From an optimization exercise on the open Yosys and OpenROAD flow, aimed at small area, a short achievable clock period and few clock cycles per item; shortcuts taken in it are not production practice.
Only simulation tests tie the RTL to the original design; equivalence was not proved.
No activity file was given, so power comes from the tool's default toggle rates.

==> flow/design.v, too long to show whole: its modules and the start of the top module <==
// module gc_trigger_policy_unit: 1610 lines
module gc_trigger_policy_unit
#(
  parameter int TOTAL_WIDTH   = gtp_pkg::TOTAL_WIDTH_DEF,
  parameter int COUNTER_WIDTH = gtp_pkg::COUNTER_WIDTH_DEF,
  parameter int PEAK_CAP      = gtp_pkg::PEAK_CAP_DEF
) (
  input  logic                  clk,
  input  logic                  rst_n,
  input  logic                  cfg_we,
  input  logic [gtp_pkg::SPP_W-1:0]      cfg_wdata,
  input  logic                  in_valid,
  output logic                  in_ready,
  input  logic [gtp_pkg::CMD_W-1:0]      in_cmd,
  input  logic [gtp_pkg::TOTAL_IN_W-1:0] in_allocated_total,
  input  logic [gtp_pkg::SLOT_W-1:0]     in_swept_slots,
  input  logic [gtp_pkg::PAGE_W-1:0]     in_empty_pages,
  input  logic [gtp_pkg::SLOT_W-1:0]     in_final_slots,
  input  logic [gtp_pkg::OBJ_W-1:0]      in_old_objects,
  input  logic [gtp_pkg::OBJ_W-1:0]      in_old_limit,
  input  logic [gtp_pkg::OBJ_W-1:0]      in_shady_objects,
  input  logic [gtp_pkg::OBJ_W-1:0]      in_shady_limit,
  input  logic                  in_became_major,
  output logic                  out_valid,
  input  logic                  out_ready,
  output logic [gtp_pkg::ACT_W-1:0]      out_action,
  output logic                  out_enabled,
  output logic [gtp_pkg::CNT_OUT_W-1:0]  out_major_tally,
  output logic [gtp_pkg::CNT_OUT_W-1:0]  out_minor_tally,
  output logic [gtp_pkg::CNT_OUT_W-1:0]  out_sweep_tally,
  output logic [gtp_pkg::CNT_OUT_W-1:0]  out_total_count
);
  // ...
==> flow/flow/run.sh <==
#!/bin/bash
# The standard layout, with timing repair aimed 7 ns below the clock period
# (a 3 ns target) instead of at the period itself. Clock, constraints and
# synthesis are the standard flow's own.
set -euo pipefail
bash standard.sh SETUP_SLACK_MARGIN=7 finish > standard.log 2>&1
==> flow/standard.sh <==
#!/bin/bash
# synth_recipe.tcl (not shown) runs the flow's synth.tcl, then flattens the netlist and writes it again
# the make line also repeats each setting of config.mk as NAME=value (left out here)
make -C /OpenROAD-flow-scripts/flow DESIGN_CONFIG=/design/flow/config.mk WORK_HOME=/design/flow/orfs CLKGATE_MAP_FILE= SYNTH_SCRIPT=/design/flow/synth_recipe.tcl "${@:-finish}"
==> flow/config.mk <==
export PLATFORM = sky130hd
export DESIGN_NAME = gc_trigger_policy_unit
export DESIGN_NICKNAME = gc_trigger_policy_unit
export VERILOG_FILES = /design/flow/design.v
export SDC_FILE = /design/flow/constraint.sdc
export NUM_CORES = 4
export LEC_CHECK = 0
export CAP_MARGIN = 20
export CORE_MARGIN = 2
export CORE_UTILIZATION = 40
export SLEW_MARGIN = 20
==> flow/constraint.sdc <==
create_clock -name core_clock -period 10.0 [get_ports {clk}]
set_input_delay 2.0000 -clock core_clock [delete_from_list [all_inputs] [get_ports {clk}]]
set_output_delay 2.0000 -clock core_clock [all_outputs]
set_load 0.01 [all_outputs]
==> reports/metrics.cfg, run 1 <==
[synthesis]
yosysMostFrequentCell=inv_1
synth-simple-area-share=0.111
yosysTopAreaCell=dfxtp_1
synth_async_sr_flop_share=0
mappedNetlistArea_sq_mm=0.0640
synth_compound_gate_area_share=0.122
synth.area.top_cells=dfxtp_1, fa_1, edfxtp_1
ys_seq_elements=1082
synthAdderAreaFrac=0.260
synth_nets=7746

[final_layout]
seq_cell_count=1082
buffers=938
multi_input_area_sq_mm=0.0396
fillers=14071
areaGrowthSynthToFinish_pct=29.1
largest_register=q_mem

[power]
irDropWorstVdd_mv=0.175
switching_share=0.360
p_seq_mw=5.53
finalPower_mw=17.8
p_leak_nw=35.0

[outcome]
status=finished clean

[setup_path]
crit_path_end_kind=flip-flop
path_max_fanout=4
cp_common_cell=fa_2
worstSetupPathType=flip-flop to flip-flop
cp.buffers_inverters=2
cp_slowest_cell=fa_2

[detailed_routing]
drt_iter0_drc=3357
routed_wirelength_microns=190000
ant_nets=0
via_per_inst=5.16
drt-wirelength-per-cell_microns=20.0
drc=0
met1Wirelength_microns=80400

[sta]
hold_ws_ps=324
max-slew-margin-rel=0.225

[global_route]
grt_max_degree=133
use_met1=0.290

[hold_path]
holdPathEnd=w2_wd[10]
hp-class=flip-flop to flip-flop

[clock_network]
cts.sinks=1082
postCtsHoldBufs=0

[placement]
dp_hpwl_microns=136000
dp.cells=8767

Testbench counts, summed over its fixed seeds: cycles 9,648, items 9,600.
==> run 2, diff against run 1 <==
==> flow/run.sh (new file) <==
#!/bin/bash
# synth_recipe.tcl (not shown) runs the flow's synth.tcl, then flattens the netlist and writes it again
# the make line also repeats each setting of config.mk as NAME=value (left out here)
make -C /OpenROAD-flow-scripts/flow DESIGN_CONFIG=/design/flow/config.mk WORK_HOME=/design/flow/orfs CLKGATE_MAP_FILE= SYNTH_SCRIPT=/design/flow/synth_recipe.tcl finish
--- a/flow/config.mk
+++ b/flow/config.mk
@@ -8,4 +8,5 @@
 export CAP_MARGIN = 20
 export CORE_MARGIN = 2
 export CORE_UTILIZATION = 40
+export SETUP_SLACK_MARGIN = 5
 export SLEW_MARGIN = 20
removed: flow/flow/run.sh
removed: flow/standard.sh
==> run 2 against run 1 <==
Compared with the run above: still clean; worst hold slack lost 2.9 ps; die area unchanged; utilization is 5.3 points lower; global-route usage is 1.8 points lower; first-iteration DRC count is 9.6% lower; sequential power grew 3%; combinational power down 25%; sequential cell count unchanged; sequential share of layout area increased by 2.7 points; largest power group is now registers; highest routed layer unchanged.
==> reports/metrics.cfg, run 2 <==
[outcome]
status=finished clean

[setup_path]
critPathLaunchType=flip-flop
worstSetupPathType=flip-flop to flip-flop
critPathRequiredTime_ps=10580
reg2reg_slack_ps=5470
rr_endpoint=mean_r[46]
r2r_start=mean_r[5]
reg2reg_depth=13
worst-endpoint-arrival_ps=5110
path_max_fanout=4  ; unchanged
crit_start=mean_r[5]
crit_path_end_kind=flip-flop

[clock_network]
root_buffer=clkbuf_16
clk_latency_ps=760
cts_max_level=3
cts_tree=done
cts_buffer_depth=3
cts_setup_buffers=0
clk_pin_slew_ps=60
cts_made_buffers=119
cts.sinks=1082  ; unchanged

[placement]
dp_hpwl_microns=133000  ; -2.2%
port_buffers=417
globalplace.congestion=0.884
placed_cell_area_sq_mm=0.0701
dp.cells=8766  ; -0.011%

[global_route]
grt_pass1_vias=46371
grt_max_degree=68  ; -49%
overflow=0
grt_antenna_before_repair=2
grt_usage=0.206
grt_pass1_wl_microns=265000

[sta]
finalSetupViolations=0
timing.fmax_mhz=221
rsz0062_at_grt=false
worstMarginPinSlew_ps=1170
fin_crit_sh=0.453
final.setup.tns_ps=0
period_needed_ps=4530
fin_skew_ps=23.8
slew_violations=0
hold_viol_final=0
max-slew-margin-rel=0.216  ; -0.00958

[synthesis]
yosysTopAreaCell=dfxtp_1
ys.flop_type=dfxtp_1
synth_top_area_share=0.282
synth_async_sr_flop_share=0  ; unchanged
synth_common_cells=inv_1, dfxtp_1, fa_1, nand2_1, nor2_1
syn_inst=6493
synth-edff-count=180
synth_nets=7746  ; unchanged
yosysWarnings=1
synth.area.top_cells=dfxtp_1, fa_1, edfxtp_1
ys_seq_elements=1082  ; unchanged
syn_area_per_cell_sq_um=9.85
yosysMostFrequentCell=inv_1
mappedNetlistArea_sq_mm=0.0640  ; unchanged
ys_types=86
seq_area_frac_synth=0.367

[detailed_routing]
via_per_inst=5.11  ; -0.92%
firstDrtPassIters=6
routed_wirelength_microns=169000  ; -11%
drt-wirelength-per-cell_microns=18.8  ; -5.9%
drc=0  ; unchanged
ant_nets=0  ; unchanged
vias=45957
drt_iter0_drc=3035  ; -9.6%

[hold_path]
hp-class=flip-flop to flip-flop
worstHoldStart=w1_wd[12]
hold_path_depth=0
holdPathEnd=w2_wd[12]

[final_layout]
stdcell_count=8991
layout.cells.most_common_list=inv_1, dfxtp_1, fa_1, nand2_1, clkdlybuf4s50_1
nNetsFinal=8068
drive_above_1_share=0.0441
multi_input_area_sq_mm=0.0359  ; -9.3%
final_area_sq_mm=0.0742
fillers=14959  ; +6.3%
largest_reg_flops=49
mostFrequentLayoutCell=inv_1
seq_area_sq_mm=0.0235
areaGrowthSynthToFinish_pct=16.0
largest_register=q_mem
n_antenna_cell=0

[power]
irDropWorstVdd_mv=0.156  ; -11%
p_leak_nw=31.4  ; -10%
power_density_mw_per_mm2=214
finalPower_mw=15.9  ; -11%

[die]
core-area_sq_mm=0.159
start_util=0.403
rows=146
dieArea_sq_mm=0.163
die_y_microns=404
io_pins=418
die_x_microns=404

[job]
cap_violations=0

run 2: worst max path at each step:
stage / to / slack (ps) / cells after the start
after global routing: major_r[31] / 5040 / 15
after detailed placement: total_r[28] / 4880 / 17
after floorplan: total_r[28] / 5920 / 20
final: mean_r[46] / 5470 / 13
after CTS: total_r[28] / 5180 / 17
after global placement: total_r[28] / 4920 / 17
run 2: cell families (layout without fill, tap and decap cells):
family,after synthesis,after routing,share of synthesized area
and+or+nand+nor,1494,1494,0.111
buffers and inverters,1253,1679,0.0737
AOI/OAI and AO/OA,1211,1211,0.122
DFF,1082,1082,0.367
adders and majority gates,981,981,0.260
xor gates and xnor gates,427,427,0.0585
muxes,45,45,0.00859
run 2: area by class of cell:
type                    count  area share
multi-input cells        4158       0.483
inverters                1011      0.0511
repair buffers            443      0.0588
clock buffers             151      0.0445
flip-flops and latches   1082       0.316
well taps                2072      0.0349
clock inverters            74      0.0109
run 2: metal layers:
metal	wire length, microns	vias up	part of all wire	GRT usage
met2	81200	1190	0.48	0.351
met1	74300	22292	0.44	0.269
met5	15	-	0.000089	0
li1	-	22188	-	-
met4	4960	2	0.029	0.0590
met3	8700	285	0.051	0.0326
run 2: metrics by stage:
step	utilization	setup slack, ps	hold slack, ps
after floorplan	-	5920	310
after global placement	0.442	4920	310
after detailed placement	0.442	4880	312
after CTS	0.468	5180	322
after global routing	0.468	5040	328
final	0.468	5470	321
run 2: worst max-delay path, cell delays in order, from the launching register on:
cell       delay [ps]
dfxtp_1           430
fa_1              460
ha_1              370
nand3_1           130
o221ai_1          380
nor4b_2           320
a211oi_2          130
or4_1             570
a311oi_2          370
nor2_1            160
a311oi_1          330
o211ai_1          140
a2111oi_0         430
a2111oi_0         140
run 2: timing repair:
action | CTS | global route
hold buffers | 0 | 0
endpoints found under the setup margin | 6 | 9
resized for setup | 1 | 5
run 2: power breakdown:
| group | internal [mW] | switching (mW) |
|---|---|---|
| clock network | 2.62 | 1.93 |
| registers | 5.08 | 0.585 |
| logic | 2.54 | 3.12 |
==> run 3, diff against run 2 <==
==> flow/flow/run.sh (new file) <==
#!/bin/bash
# The standard layout (the standard flow's synthesis, clock and constraints), with two
# changes to how it is built: the port buffers are the small, fast buf_1
# (every port still gets one), and timing repair aims 6.5 ns below the clock
# period instead of at it.
set -euo pipefail
bash standard.sh SETUP_SLACK_MARGIN=6.5 "BUFFER_PORTS_ARGS=-buffer_cell sky130_fd_sc_hd__buf_1" finish > standard.log 2>&1
==> flow/standard.sh (new file) <==
#!/bin/bash
# synth_recipe.tcl (not shown) runs the flow's synth.tcl, then flattens the netlist and writes it again
# the make line also repeats each setting of config.mk as NAME=value (left out here)
make -C /OpenROAD-flow-scripts/flow DESIGN_CONFIG=/design/flow/config.mk WORK_HOME=/design/flow/orfs CLKGATE_MAP_FILE= SYNTH_SCRIPT=/design/flow/synth_recipe.tcl "${@:-finish}"
--- a/flow/config.mk
+++ b/flow/config.mk
@@ -7,6 +7,6 @@
 export LEC_CHECK = 0
 export CAP_MARGIN = 20
 export CORE_MARGIN = 2
-export CORE_UTILIZATION = 40
-export SETUP_SLACK_MARGIN = 5
+export CORE_UTILIZATION = 60
+export PLACE_DENSITY = 0.72
 export SLEW_MARGIN = 20
removed: flow/run.sh
==> run 3 against run 2 <==
Compared with the run above: critical endpoint unchanged; area after synthesis unchanged; fmax increased by 17%; largest power group is now combinational logic; first-iteration DRC count increased by 17%; sequential share of layout area increased by 0.74 points.
==> reports/metrics.cfg, run 3 <==
[global_route]
grt_pass1_vias=47400  ; +2.2%
grt_usage=0.299  ; +0.0935
grt_pass1_wl_microns=258000  ; -2.8%
overflow=0  ; unchanged
grt_antenna_before_repair=3  ; +1
grt_max_degree=133  ; +96%

[final_layout]
layout.cells.most_common_list=inv_1, dfxtp_1, fa_1, nand2_1, buf_1
fillers=7985  ; -47%
seq_area_sq_mm=0.0236  ; +0.65%
largest_reg_flops=49  ; unchanged
multi_input_area_sq_mm=0.0374  ; +4.2%
drive_above_1_share=0.0952  ; +0.0511
areaGrowthSynthToFinish_pct=14.1
mostFrequentLayoutCell=inv_1
largest_register=q_mem
fin_util=0.691  ; +0.223
nNetsFinal=8158  ; +1.1%
final_area_sq_mm=0.0730  ; -1.6%

[die]
core-area_sq_mm=0.106  ; -33%
start_util=0.606  ; +0.203
die_x_microns=330  ; -18%
die_y_microns=330  ; -18%
dieArea_sq_mm=0.109  ; -33%
io_pins=418  ; unchanged
rows=119  ; -18%

[placement]
globalplace.congestion=0.930  ; +5.2%
placed_cell_area_sq_mm=0.0668  ; -4.7%
port_buffers=417  ; unchanged
dp_hpwl_microns=123000  ; -7.8%

[setup_path]
worstSetupPathType=flip-flop to flip-flop
reg2reg_depth=13  ; unchanged
crit_chain=fa_1 > ha_4 > nand3_4 > o221ai_4 > nor4b_4 > a211oi_4 > or4_4 > a311oi_4 > nor2_4 > a311oi_2 > o211ai_1 > a2111oi_2 > a2111oi_2
r2r_start=b_d[6]
crit_family=compound AO/OA/AOI/OAI gates
crit_path_end_kind=flip-flop
critPathMaxStageDelay_ps=510  ; -60 ps
rr_endpoint=mean_r[46]
cp.buffers_inverters=0  ; unchanged
critPathRequiredTime_ps=10550  ; -30 ps
critPathLaunchType=flip-flop
reg2reg_slack_ps=6130  ; +660 ps
cp_slowest_cell=fa_1
cp_common_cell=a2111oi_2
cp_num_cells=13  ; unchanged
path_max_fanout=4  ; unchanged
worst-endpoint-arrival_ps=4420  ; -690 ps

[synthesis]
synth_nets=7746  ; unchanged
synth_async_sr_flop_share=0  ; unchanged
synth.area.top_cells=dfxtp_1, fa_1, edfxtp_1
synth_common_cells=inv_1, dfxtp_1, fa_1, nand2_1, nor2_1
syn_area_per_cell_sq_um=9.85  ; unchanged
synth_top_area_share=0.282  ; unchanged
ys_seq_elements=1082  ; unchanged
seq_area_frac_synth=0.367  ; unchanged
synth-edff-count=180  ; unchanged
yosysWarnings=1  ; unchanged
ys_types=86  ; unchanged
syn_inst=6493  ; unchanged
yosysMostFrequentCell=inv_1
mappedNetlistArea_sq_mm=0.0640  ; unchanged
yosysTopAreaCell=dfxtp_1
ys.flop_type=dfxtp_1

[hold_path]
worstHoldStart=c_c
hp-class=flip-flop to flip-flop
holdPathEnd=d_c
hold_path_depth=0  ; unchanged

[power]
combPwrFrac=0.382  ; +0.025
seq_power_share=0.352  ; -0.005
p_switching_mw=5.88  ; +4.3%
p_leak_nw=31.0  ; -1.2%
clkPwrFrac=0.266  ; -0.021
intPower_mw=10.2  ; -0.11%
power_density_mw_per_mm2=221  ; +3.1%
irDropWorstVdd_mv=0.216  ; +39%
finalPower_mw=16.1  ; +1.5%
switching_share=0.365  ; +0.00999

[sta]
final.setup.tns_ps=0  ; unchanged
finalSetupViolations=0  ; unchanged
worstMarginPinSlew_ps=1010  ; -166 ps
slew_violations=0  ; unchanged
timing.fmax_mhz=258  ; +17%
fin_crit_sh=0.387  ; -0.0655
period_needed_ps=3870  ; -655 ps
max-slew-margin-rel=0.321  ; +0.106
fin_skew_ps=29.3  ; +5.46 ps
hold_viol_final=0  ; unchanged
rsz0062_at_grt=true
hold_ws_ps=315  ; -6.04 ps

[clock_network]
cts_made_buffers=109  ; -8.4%
cts_tree=done
cts.sinks=1082  ; unchanged
root_buffer=clkbuf_16
cts_buffer_depth=3  ; unchanged
cts_max_level=3  ; unchanged
clk_pin_slew_ps=60  ; about the same
clk_latency_ps=720  ; -40 ps
postCtsHoldBufs=0  ; unchanged

[detailed_routing]
drc=0  ; unchanged
drt-wirelength-per-cell_microns=19.8  ; +5.2%
ant_nets=0  ; unchanged
via_per_inst=5.72  ; +12%
firstDrtPassIters=8  ; +2
vias=47984  ; +4.4%
drt_iter0_drc=3551  ; +17%
routed_wirelength_microns=166000  ; -1.8%

[outcome]
status=finished clean

[job]
cap_violations=0  ; unchanged

run 3: cell counts after synthesis:
Identical to the previous run, type by type.
run 3: cells by family after synthesis:
logic type | after synthesis | synth area share
and+or+nand+nor | 1494 | 0.111
buffers and inverters | 1253 | 0.0737
AOI/OAI and AO/OA | 1211 | 0.122
DFF | 1082 | 0.367
adders and majority gates | 981 | 0.260
xor gates and xnor gates | 427 | 0.0585
muxes | 45 | 0.00859
run 3: what timing repair did:
action / CTS / global route
pin swaps: 78 / 119
setup endpoints to repair: 207 / 129
hold endpoints to repair: 0 / 0
setup buffers: 39 / 59
resized for setup: 205 / 201
cloned: 2 / 2
run 3: through the flow:
stage / std cells / worst slack [ps]
final: 8392 / 6130
after global routing: 8390 / 5980
after CTS: 8328 / 6090
after detailed placement: 8083 / 5140
after global placement: 8083 / 5280
after floorplan: 6493 / 6300
run 3: worst reg2reg max path, stage by stage (launching register included):
cell       delay [ps]
dfxtp_4           350
fa_1              520
ha_4              340
nand3_4           110
o221ai_4          230
nor4b_4           290
a211oi_4           70
or4_4             460
a311oi_4          310
nor2_4             70
a311oi_2          340
o211ai_1          160
a2111oi_2         380
a2111oi_2          90
run 3: power groups by stage:
stage,sequential (mW),clock (mW),combinational (mW)
2_1_floorplan,5.57,0,4.04
3_3_place_gp,5.72,0,5.28
3_5_place_dp,5.74,0,5.42
4_1_cts,5.65,4.35,5.79
5_1_grt,5.73,4.52,6.90
6_report,5.67,4.29,6.16
run 3: metal layers:
layer  vias up  routed length [microns]  track usage
met1     23446                    70400        0.411
met2      1782                    78100        0.486
met4         0                     6630        0.112
met3       368                    11000       0.0409
li1      22388                        -            -
met5         -                        0            0
run 3: worst max path at each step:
stage                        endpoint      start  slack (ps)
after floorplan           minor_r[28]  flip-flop        6300
after global placement    minor_r[28]  flip-flop        5280
after detailed placement  minor_r[28]  flip-flop        5140
after CTS                  mean_r[46]  mean_r[6]        6090
after global routing       mean_r[46]     b_d[6]        5980
final                      mean_r[46]     b_d[6]        6130
run 3: layout make-up:
type / instances / share of cell area
Clock buffer: 141 / 0.0419
Multi-Input combinational cell: 4159 / 0.512
Sequential cell: 1082 / 0.324
Timing Repair Buffer: 542 / 0.0362
Clock inverter: 63 / 0.0102
Antenna cell: 3 / 0.000103
Inverter: 1011 / 0.0522
Tap cell: 1391 / 0.0238
==> run 4, diff against run 3 <==
--- a/flow/config.mk
+++ b/flow/config.mk
@@ -7,6 +7,5 @@
 export LEC_CHECK = 0
 export CAP_MARGIN = 20
 export CORE_MARGIN = 2
-export CORE_UTILIZATION = 60
-export PLACE_DENSITY = 0.72
+export CORE_UTILIZATION = 40
 export SLEW_MARGIN = 20
==> run 4 against run 3 <==
Compared with the run above: still clean; clock skew increased by 21 ps; combinational power decreased by 1%; sequential share of layout area decreased by 0.60 points; total power increased by 0.73%; critical path depth increased by 1; largest power group unchanged; area after synthesis is the same.
==> reports/metrics.cfg, run 4 <==
[outcome]
status=finished clean

[sta]
fin_crit_sh=0.379  ; -0.00835
finalSetupViolations=0  ; unchanged
slew_violations=0  ; unchanged
hold_viol_final=0  ; unchanged
hold_ws_ps=306  ; -8.68 ps
final.setup.tns_ps=0  ; unchanged
period_needed_ps=3790  ; -83.5 ps
fin_skew_ps=50.1  ; +20.8 ps
worstMarginPinSlew_ps=1200  ; +194 ps
timing.fmax_mhz=264  ; +2.2%
rsz0062_at_grt=true
max-slew-margin-rel=0.189  ; -0.132

[clock_network]
root_buffer=clkbuf_16
postCtsHoldBufs=0  ; unchanged
clk_pin_slew_ps=60  ; about the same
cts.sinks=1082  ; unchanged
cts_max_level=3  ; unchanged
cts_made_buffers=118  ; +8.3%
cts_tree=done
clk_latency_ps=770  ; +50 ps
cts_buffer_depth=3  ; unchanged

[final_layout]
areaGrowthSynthToFinish_pct=16.2
layout.cells.most_common_list=inv_1, dfxtp_1, fa_1, nand2_1, nor2_1
drive_above_1_share=0.105  ; +0.00972
nNetsFinal=8187  ; +0.36%
mostFrequentLayoutCell=inv_1
largest_reg_flops=49  ; unchanged
largest_register=q_mem

[synthesis]
ys_types=86  ; unchanged
seq_area_frac_synth=0.367  ; unchanged
ys.flop_type=dfxtp_1
ys_seq_elements=1082  ; unchanged
synth_nets=7746  ; unchanged
yosysWarnings=1  ; unchanged
synth-simple-area-share=0.111  ; unchanged
syn_area_per_cell_sq_um=9.85  ; unchanged
synth_top_family_by_area=adder cells
synthMuxAreaShare=0.00859  ; unchanged
synthAdderAreaFrac=0.260  ; unchanged
synth_common_cells=inv_1, dfxtp_1, fa_1, nand2_1, nor2_1
synth-edff-count=180  ; unchanged
syn_inst=6493  ; unchanged
mappedNetlistArea_sq_mm=0.0640  ; unchanged
synth_async_sr_flop_share=0  ; unchanged
synth_top_area_share=0.282  ; unchanged
yosysMostFrequentCell=inv_1
synth.area.top_cells=dfxtp_1, fa_1, edfxtp_1
yosysTopAreaCell=dfxtp_1
synth_compound_gate_area_share=0.122  ; unchanged
synth_xor_area_frac=0.0585  ; unchanged

[die]
dieArea_sq_mm=0.163  ; +49%
die_x_microns=404  ; +22%
core-area_sq_mm=0.159  ; +50%
start_util=0.403  ; -0.203
rows=146  ; +23%
die_y_microns=404  ; +22%
io_pins=418  ; unchanged

[setup_path]
worstSetupPathType=flip-flop to flip-flop
path_max_fanout=7  ; +3
crit_path_end_kind=flip-flop
reg2reg_slack_ps=6210  ; +80 ps
worst-endpoint-arrival_ps=4350  ; -70 ps
critPathLaunchType=flip-flop
critPathRequiredTime_ps=10560  ; about the same

[detailed_routing]
drt_iter0_drc=3296  ; -7.2%
vias=46815  ; -2.4%
firstDrtPassIters=8  ; unchanged
ant_nets=0  ; unchanged
drt-wirelength-per-cell_microns=19.0  ; -4.1%
routed_wirelength_microns=173000  ; +4.1%
via_per_inst=5.14  ; -10%
drc=0  ; unchanged

[job]
cap_violations=0  ; unchanged

[power]
power_density_mw_per_mm2=218  ; -1.0%
p_leak_nw=31.3  ; +1.1%
irDropWorstVdd_mv=0.150  ; -31%

[global_route]
grt_antenna_before_repair=3  ; unchanged
overflow=0  ; unchanged
grt_max_degree=160  ; +20%
grt_pass1_vias=47612  ; +0.45%
grt_usage=0.209  ; -0.0903
grt_pass1_wl_microns=269000  ; +4.4%

[placement]
port_buffers=417  ; unchanged
globalplace.congestion=0.892  ; -4.1%
dp_hpwl_microns=133000  ; +8.4%

[hold_path]
hp-class=flip-flop to flip-flop

## run 4: cell counts after synthesis
Identical to the previous run, type by type.
## run 4: cell type report
class                      count  area (sq um)
fill                       14890         84300
tap                         2072          2590
inverter                    1011          3810
clock buffer                 157          3280
multi-input combinational   4158         37400
antenna                        1          2.50
sequential                  1082         23600
clock inverter                65           790
timing repair buffer         563          2820
## run 4: critical path, stage by stage (launching register included)
cell	delay, ps
dfxtp_2	360
fa_1	590
ha_4	250
a21oi_2	160
o21ai_2	110
a21bo_2	250
a211oi_4	290
buf_4	150
buf_4	110
o21ai_1	110
a21oi_2	290
o221ai_2	200
or4_1	490
nand4_1	130
a21oi_1	80
## run 4: per-layer routing
layer / up-vias / track usage / share of wire
met3: 288 / 0.0325 / 0.049
met4: 0 / 0.0613 / 0.030
met5: - / 0 / 0
li1: 22442 / - / -
met1: 22825 / 0.276 / 0.44
met2: 1260 / 0.354 / 0.48
## run 4: path summary, 6_finish.rpt
path | from | end | cells past startpoint
worst max-delay path | b_d[9] | mean_r[32] | 14
worst min-delay path | c_full | d_full | 0
worst max register to register | b_d[9] | mean_r[32] | 14
worst min register to register | c_full | d_full | 0
## run 4: cell families after synthesis
family,Yosys count
AO/OA/AOI/OAI,1211
XOR/XNOR,427
adder cells (fa/ha/maj),981
buffers and inverters,1253
flip-flops,1082
multiplexers,45
AND/OR/NAND/NOR,1494
## run 4: timing repair
item / 4_1_cts / 5_1_grt
pin swaps: 78 / 125
gates resized for setup: 244 / 186
setup endpoints to repair: 248 / 140
cloned: 2 / 0
setup buffers: 48 / 71
## run 4: power breakdown
part | leakage [nW] | switching (mW) | internal (mW) | total (mW)
Combinational | 20.0 | 3.45 | 2.63 | 6.08
Sequential | 9.40 | 0.549 | 5.09 | 5.64
Clock | 1.97 | 1.92 | 2.59 | 4.52
Total | 31.3 | 5.92 | 10.3 | 16.2
## run 4: per-stage QoR
step	utilization	total power [mW]	area, sq um	cells	worst slack, ps
after floorplan	-	9.62	64200	6493	6300
after global placement	0.427	11.1	67700	8765	5240
after detailed placement	0.427	11.2	67700	8765	5190
after CTS	0.461	16.2	73000	9037	6050
after global routing	0.469	17.4	74300	9109	6100
final	0.469	16.2	74300	9109	6210

==> separate check: timing with driven ports <==
Ports are ideal in the flow. The routed layouts listed here were re-timed in OpenROAD.
Step 1: set_driving_cell puts a clkbuf_16 on clk and a buf_2 on each other input, an assumption about the parent block.
Step 2, shift: input delay + t, output delay - t, t = (earliest + latest rising clock arrival at the registers) / 2. This alone moves slack from input paths to output paths.
Slacks: ideal ports / drivers / drivers and shift; pairs: ideal ports / drivers.
run	t (ns)	setup WS [ns]	latest minus earliest clock arrival (ns)	cell pins on the clock port's net
run 1	0.840	6.206 / 6.206 / 6.206	0.038 / 0.038	1
run 2	0.829	5.474 / 5.474 / 5.474	0.027 / 0.027	1
run 3	0.782	6.130 / 6.130 / 5.949	0.031 / 0.031	1
run 4	0.827	6.213 / 6.213 / 6.043	0.053 / 0.054	1
After both steps setup and hold are still met in every run listed. For run 3, which loses most, drivers alone change the setup slack by 0.000 ns; drivers and shift together by -0.181 ns.
